From an optimization exercise on the open Yosys and OpenROAD flow, aimed at small area, a short achievable clock period and few clock cycles; shortcuts taken in it are not production practice.
Only simulation tests tie the RTL to the original design; equivalence was not proved.
Power is estimated from default activity; no workload was simulated.

Setup of main:
// palettized_pixel_unpacker_unit
module palettized_pixel_unpacker_unit
#(
	parameter int PALETTE_DEPTH = PALETTE_DEPTH_DEF,
	parameter int MAX_WIDTH     = MAX_WIDTH_DEF,
	parameter int MAX_HEIGHT    = MAX_HEIGHT_DEF
) (
	input  logic               clk,
	input  logic               arst_n,
	input  logic               cfg_valid,
	output logic               cfg_ready,
	input  logic [1:0]         cfg_index,
	input  logic [CFG_W-1:0]   cfg_data,
	input  logic               in_valid,
	output logic               in_stall,
	input  logic [1:0]         operation,
	input  logic [7:0]         palette_slot,
	input  logic [31:0]        palette_color,
	input  logic [7:0]         data_byte,
	output logic               out_valid,
	input  logic               out_stall,
	output logic [COORD_W-1:0] pixel_x,
	output logic [COORD_W-1:0] pixel_y,
	output logic [31:0]        pixel_color,
	output logic               last_of_byte,
	output logic               last_of_image
);
	logic [1:0]  depth_q;
	logic [3:0]  pb_q;       
	logic [12:0] widthc_q;   
	logic [11:0] hm1_q;      
	logic [12:0] sm1_q;      
	logic [12:0] cfg_clamp;
	assign cfg_clamp = (cfg_data == 13'd0) ? 13'd1
  ...
Size: roughly 19000 cells after synthesis, ~9300 flip-flops, roughly 130 I/O pins.
clock: 8.5 ns
lec_check: 0
abc_clock_period_in_ps: 3000
cap_margin: 20
core_margin: 2
core_utilization: 60
cts_cluster_diameter: 60
cts_cluster_size: 30
place_density: 0.7
setup_slack_margin: 5
slew_margin: 20
synth_memory_max_bits: 16384
run.sh (not shown) runs the stock make flow with config.mk's settings and CLKGATE_MAP_FILE= SYNTH_SCRIPT=/design/flow/synth_recipe.tcl, a recipe that flattens the netlist after the stock synthesis.
main: no failed stages, no open violations at the end
Testbench counts of main, summed over its fixed seeds: cycles 18,382.
Setup changes, main to the feature branch
- a change of CORE_UTILIZATION from 60 to 70
- a change of PLACE_DENSITY from 0.7 to 0.8
==> run summary <==
Clock group total power delta (the feature branch − main): favourable
Cmp the feature branch vs main: overall routing resource usage higher in the feature branch
There was hardly any difference in final layout net count between the feature branch and main.
main and the feature branch ended up with nearly the same non-clock buffer share of cell area.
Comparing main and the feature branch, the lower register share of total power is on main.
The feature branch gives more highest achievable clock rate than main did.
In the metrics for main and the feature branch, the one carrying the higher share of power burned in combinational logic is the feature branch.
Of main and the feature branch, the lower global-route wire length before repair belongs to the feature branch.
Compared to main, the feature branch has clock skew 3.9 ps higher.
Against main, worst setup slack in the feature branch came out better.
Diff the feature branch..main | post-synthesis mux area share | unchanged

---

== trial 26 ==
palettized_pixel_unpacker_unit, a different RTL version from the one above (not shown whole).
Size in the first run: ~19,000 cells after synthesis, ~9,300 flip-flops, ~260,000 um2 of cells after synthesis.
## palettized_pixel_unpacker_unit
module palettized_pixel_unpacker_unit
#(
	parameter int PALETTE_DEPTH = PALETTE_DEPTH_DEF,
	parameter int MAX_WIDTH     = MAX_WIDTH_DEF,
	parameter int MAX_HEIGHT    = MAX_HEIGHT_DEF
) (
	input  logic               clk,
	input  logic               arst_n,
	input  logic               cfg_valid,
	output logic               cfg_ready,
	input  logic [1:0]         cfg_index,
	input  logic [CFG_W-1:0]   cfg_data,
	input  logic               in_valid,
	output logic               in_stall,
	input  logic [1:0]         operation,
	input  logic [7:0]         palette_slot,
	input  logic [31:0]        palette_color,
	input  logic [7:0]         data_byte,
	output logic               out_valid,
	input  logic               out_stall,
	output logic [COORD_W-1:0] pixel_x,
	output logic [COORD_W-1:0] pixel_y,
	output logic [31:0]        pixel_color,
	output logic               last_of_byte,
	output logic               last_of_image
);
Settings: LEC_CHECK=0, ABC_CLOCK_PERIOD_IN_PS=3000, CAP_MARGIN=20, CORE_MARGIN=2, CORE_UTILIZATION=60, CTS_CLUSTER_DIAMETER=60, CTS_CLUSTER_SIZE=30, PLACE_DENSITY=0.7, SETUP_SLACK_MARGIN=5, SLEW_MARGIN=20, SYNTH_MEMORY_MAX_BITS=16384, TNS_END_PERCENT=10; clock period 8.5 ns.
Trial 26: full flow OK, the timing, DRC and antenna checks passed
Testbench counts of trial 26, summed over its fixed seeds: cycles 18,382.
[inputs] build 61 vs trial 26
- TNS_END_PERCENT no longer set, was 10
- PLACE_DENSITY now 0.8, was 0.7
- CORE_UTILIZATION now 70, was 60
- Compared with trial 26, build 61 shows leakage component of the power that has gone down slightly.
- Compared with trial 26, in build 61 portion of total power attributed to the clock network now smaller; relative area of non-clock buffer cells in the final design barely changed; maximum frequency rose 4.5%.

-- static timing again, ports no longer ideal --
Ports are ideal in the flow. The routed layouts listed here were re-timed in OpenROAD. Step 1 assumes that a clkbuf_16 drives the clock port and a buf_2 every other input. Step 2 moves the port delays by t, midway between the first and last clock arrival at a register: inputs arrive t later, outputs are due t later. That takes back most of the time a late clock gives input paths. Three values: no drivers, after step 1, after step 2; two values: the first two.
run	shift t [ns]	setup WS [ns]	hold WS [ns]	worst setup path after step 2	worst slew at a driven data input, ns
main	1.218	4.879 / 4.879 / 4.044	0.306 / 0.306 / 0.306	input to register	0.15
the feature branch	1.195	4.921 / 4.887 / 4.008	0.320 / 0.320 / 0.320	input to register	0.20
trial 26	1.196	4.625 / 4.596 / 3.766	0.320 / 0.320 / 0.320	input to register	0.18
build 61	1.180	4.792 / 4.792 / 4.059	0.317 / 0.317 / 0.317	input to register	0.20
After both steps setup and hold are still met in every run listed. For the feature branch, which loses most, drivers alone change the setup slack by -0.034 ns; drivers and shift together by -0.913 ns.
